Background: an optimization exercise with open tools, aiming at small area and a short achievable clock period. Do not read the settings as production practice. The RTL was checked by simulation tests, not by an equivalence proof against the original design.

== oak ==
==> flow/design.v <==
module pm_ao22 (
    input  logic a1, a2, b1, b2,
    output logic y
);
    assign y = (a1 & a2) | (b1 & b2);
endmodule
module pm_oai22 (
    input  logic a1, a2, b1, b2,
    output logic y
);
    assign y = ~((a1 | a2) & (b1 | b2));
endmodule
module pm_nor2 (
    input  logic a, b,
    output logic y
);
    assign y = ~(a | b);
endmodule
module pm_nand2 (
    input  logic a, b,
    output logic y
);
    assign y = ~(a & b);
endmodule
module prog_mem_ctrl #(
    parameter int unsigned           WORD_WIDTH = 32,
    parameter int unsigned           DEPTH      = 128,
    parameter int unsigned           ADDR_W     = 7,
    parameter logic [WORD_WIDTH-1:0] NOP_WORD   = '0
) (
    input  logic                  clk,
    input  logic                  rst,
    input  logic                  rst_counter,
    input  logic                  ld_en,
    input  logic                  rd_en,
    input  logic [WORD_WIDTH-1:0] Load_data,
    input  logic                  jump,
    input  logic [ADDR_W-1:0]     jump_to,
    input  logic                  stall,
    output logic [WORD_WIDTH-1:0] instruction,
    output logic [ADDR_W-1:0]     ins_addr,
    output logic                  ins_valid,
    output logic [ADDR_W:0]       prog_len,
    output logic                  full,
    output logic                  err
);
    localparam int unsigned NPAIR = DEPTH / 2;
    logic [WORD_WIDTH-1:0]   memn   [DEPTH];    
    logic [WORD_WIDTH-1:0]   memn_d [DEPTH];
    logic                    run_q;
    logic [ADDR_W-1:0]       pc_q;
    logic [DEPTH-1:0]        pcohn_q;   
    logic [ADDR_W:0]         len_q;
    logic [WORD_WIDTH-1:0]   instr_q;
    logic [ADDR_W-1:0]       addr_q;
    logic                    valid_q;
    logic                    err_q;
    logic ld_only, rd_only, both_req, do_fetch, do_len_inc;
    logic jump_oob, in_prog;
    logic [DEPTH-1:0]        we, hold;
    logic [WORD_WIDTH-1:0]   ldn;
    logic [NPAIR-1:0]        pair [WORD_WIDTH];
    logic [WORD_WIDTH-1:0]   rdata;
    always_comb begin
        ld_only    = !rst_counter && ld_en && !rd_en;
        rd_only    = !rst_counter && rd_en && !ld_en;
        both_req   = !rst_counter && ld_en && rd_en;
        do_fetch   = rd_only && !stall;
        do_len_inc = ld_only && !run_q && !len_q[ADDR_W];
        jump_oob   = {1'b0, jump_to} >= len_q;
        in_prog    = {1'b0, pc_q} < len_q;
        ldn        = ~Load_data;
        for (int i = 0; i < DEPTH; i++) begin
            we[i]   = (len_q == (ADDR_W+1)'(i));
            hold[i] = !we[i];
        end
    end
    for (genvar i = 0; i < DEPTH; i++) begin : g_word
        for (genvar b = 0; b < WORD_WIDTH; b++) begin : g_bit
            pm_ao22 u_wr (
                .a1(we[i]), .a2(ldn[b]), .b1(hold[i]), .b2(memn[i][b]), .y(memn_d[i][b])
            );
        end
    end
    always_ff @(posedge clk) begin
        for (int i = 0; i < DEPTH; i++) memn[i] <= memn_d[i];
    end
    for (genvar b = 0; b < WORD_WIDTH; b++) begin : g_rbit
        for (genvar g = 0; g < NPAIR; g++) begin : g_pair
            pm_oai22 u_rd (
                .a1(pcohn_q[2*g]),   .a2(memn[2*g][b]),
                .b1(pcohn_q[2*g+1]), .b2(memn[2*g+1][b]),
                .y(pair[b][g])
            );
        end
        logic [NPAIR-1:0] lvl [7];
        assign lvl[0] = pair[b];
        for (genvar l = 1; l <= 6; l++) begin : g_lvl
            for (genvar k = 0; k < (NPAIR >> l); k++) begin : g_node
                if (l % 2 == 1) begin : g_nor
                    pm_nor2 u_n (.a(lvl[l-1][2*k]), .b(lvl[l-1][2*k+1]), .y(lvl[l][k]));
                end else begin : g_nand
                    pm_nand2 u_n (.a(lvl[l-1][2*k]), .b(lvl[l-1][2*k+1]), .y(lvl[l][k]));
                end
            end
        end
        assign rdata[b] = lvl[6][0];
    end
    always_ff @(posedge clk) begin
        if (rst || rst_counter) begin
            pcohn_q    <= '1;
            pcohn_q[0] <= 1'b0;
        end else if (do_fetch) begin
            for (int i = 0; i < DEPTH; i++)
                pcohn_q[i] <= jump ? (jump_to != ADDR_W'(i)) : pcohn_q[(i + DEPTH - 1) % DEPTH];
        end
    end
    always_ff @(posedge clk) begin
        if (rst) begin
            run_q   <= 1'b0;
            pc_q    <= '0;
            len_q   <= '0;
            instr_q <= '0;
            addr_q  <= '0;
            valid_q <= 1'b0;
            err_q   <= 1'b0;
        end else if (rst_counter) begin
            pc_q <= '0;
            if (!run_q) len_q <= '0;
        end else if (both_req) begin
            err_q <= 1'b1;
        end else if (ld_only) begin
            run_q <= 1'b0;
            if (!run_q) begin
                if (do_len_inc) len_q <= len_q + 1'b1;
                else            err_q <= 1'b1;
            end
        end else if (rd_only) begin
            run_q <= 1'b1;
            if (!stall) begin
                addr_q  <= pc_q;
                pc_q    <= jump ? jump_to : pc_q + 1'b1;
                instr_q <= in_prog ? rdata : NOP_WORD;
                valid_q <= in_prog;
                if (jump && jump_oob) err_q <= 1'b1;
            end
        end else begin
            run_q <= 1'b0;
        end
    end
    assign full        = len_q[ADDR_W];
    assign prog_len    = len_q;
    assign instruction = instr_q;
    assign ins_addr    = addr_q;
    assign ins_valid   = valid_q;
    assign err         = err_q;
endmodule
==> flow/config.mk <==
export PLATFORM = sky130hd
export DESIGN_NAME = prog_mem_ctrl
export DESIGN_NICKNAME = prog_mem_ctrl
export VERILOG_FILES = /design/flow/design.v
export SDC_FILE = /design/flow/constraint.sdc
export NUM_CORES = 4
export LEC_CHECK = 0
export CAP_MARGIN = 20
export CORE_MARGIN = 2
export CORE_UTILIZATION = 40
export CTS_BUF_LIST = sky130_fd_sc_hd__clkbuf_16
export CTS_CLUSTER_DIAMETER = 90
export CTS_CLUSTER_SIZE = 25
export SETUP_SLACK_MARGIN = 2.6
export SLEW_MARGIN = 35
export SYNTH_HIERARCHICAL = 1
export SYNTH_MINIMUM_KEEP_SIZE = 0
==> flow/constraint.sdc <==
create_clock -name core_clock -period 5.0 [get_ports {clk}]
set_input_delay 1.0000 -clock core_clock [delete_from_list [all_inputs] [get_ports {clk}]]
set_output_delay 1.0000 -clock core_clock [all_outputs]
set_load 0.01 [all_outputs]
run.sh (not shown) runs the stock make flow with config.mk's settings and CLKGATE_MAP_FILE= SYNTH_SCRIPT=/design/flow/synth_recipe.tcl, a recipe that flattens the netlist after the stock synthesis.
Looking at the reports, oak completed the entire flow and the layout it produced met the timing, DRC and antenna checks.
## Diff of input files: cedar against oak
- SETUP_SLACK_MARGIN: 2.6 -> 2.7
Findings:
cedar reached the final stage; the timing, DRC and antenna checks on its layout passed. Compared to oak, cedar has placer congestion estimate about 4.6% lower. Lower register-to-register slack was reported by oak, not cedar. Between oak and cedar, the flow reports final area increasing slightly.

==> afterwards: timing with drivers on the ports <==
How much do the figures lean on ideal ports? The routed layouts below were timed once more, with nothing changed but the port constraints.
Step 1 (the two cells are an assumption about what drives the block):
set clk [get_ports {clk}]
set_driving_cell -lib_cell sky130_fd_sc_hd__clkbuf_16 $clk
set_driving_cell -lib_cell sky130_fd_sc_hd__buf_2 [delete_from_list [all_inputs] $clk]
Step 2 also shifts input and output timing later by t, the mid clock arrival at the registers, as if the neighbouring blocks saw the same clock.
Slacks: ideal / step 1 / step 2; pairs: ideal / step 1.
run	t, ns	slack for setup (ns)	hold slack, ns
oak	1.099	2.366 / 2.242 / 1.631	0.474 / 0.474 / 0.474
cedar	1.077	2.334 / 2.229 / 1.617	0.473 / 0.463 / 0.473
After both steps every run listed still meets setup and hold. The setup slack of oak, which loses most, moves by -0.124 ns with the drivers and by -0.735 ns with both steps.
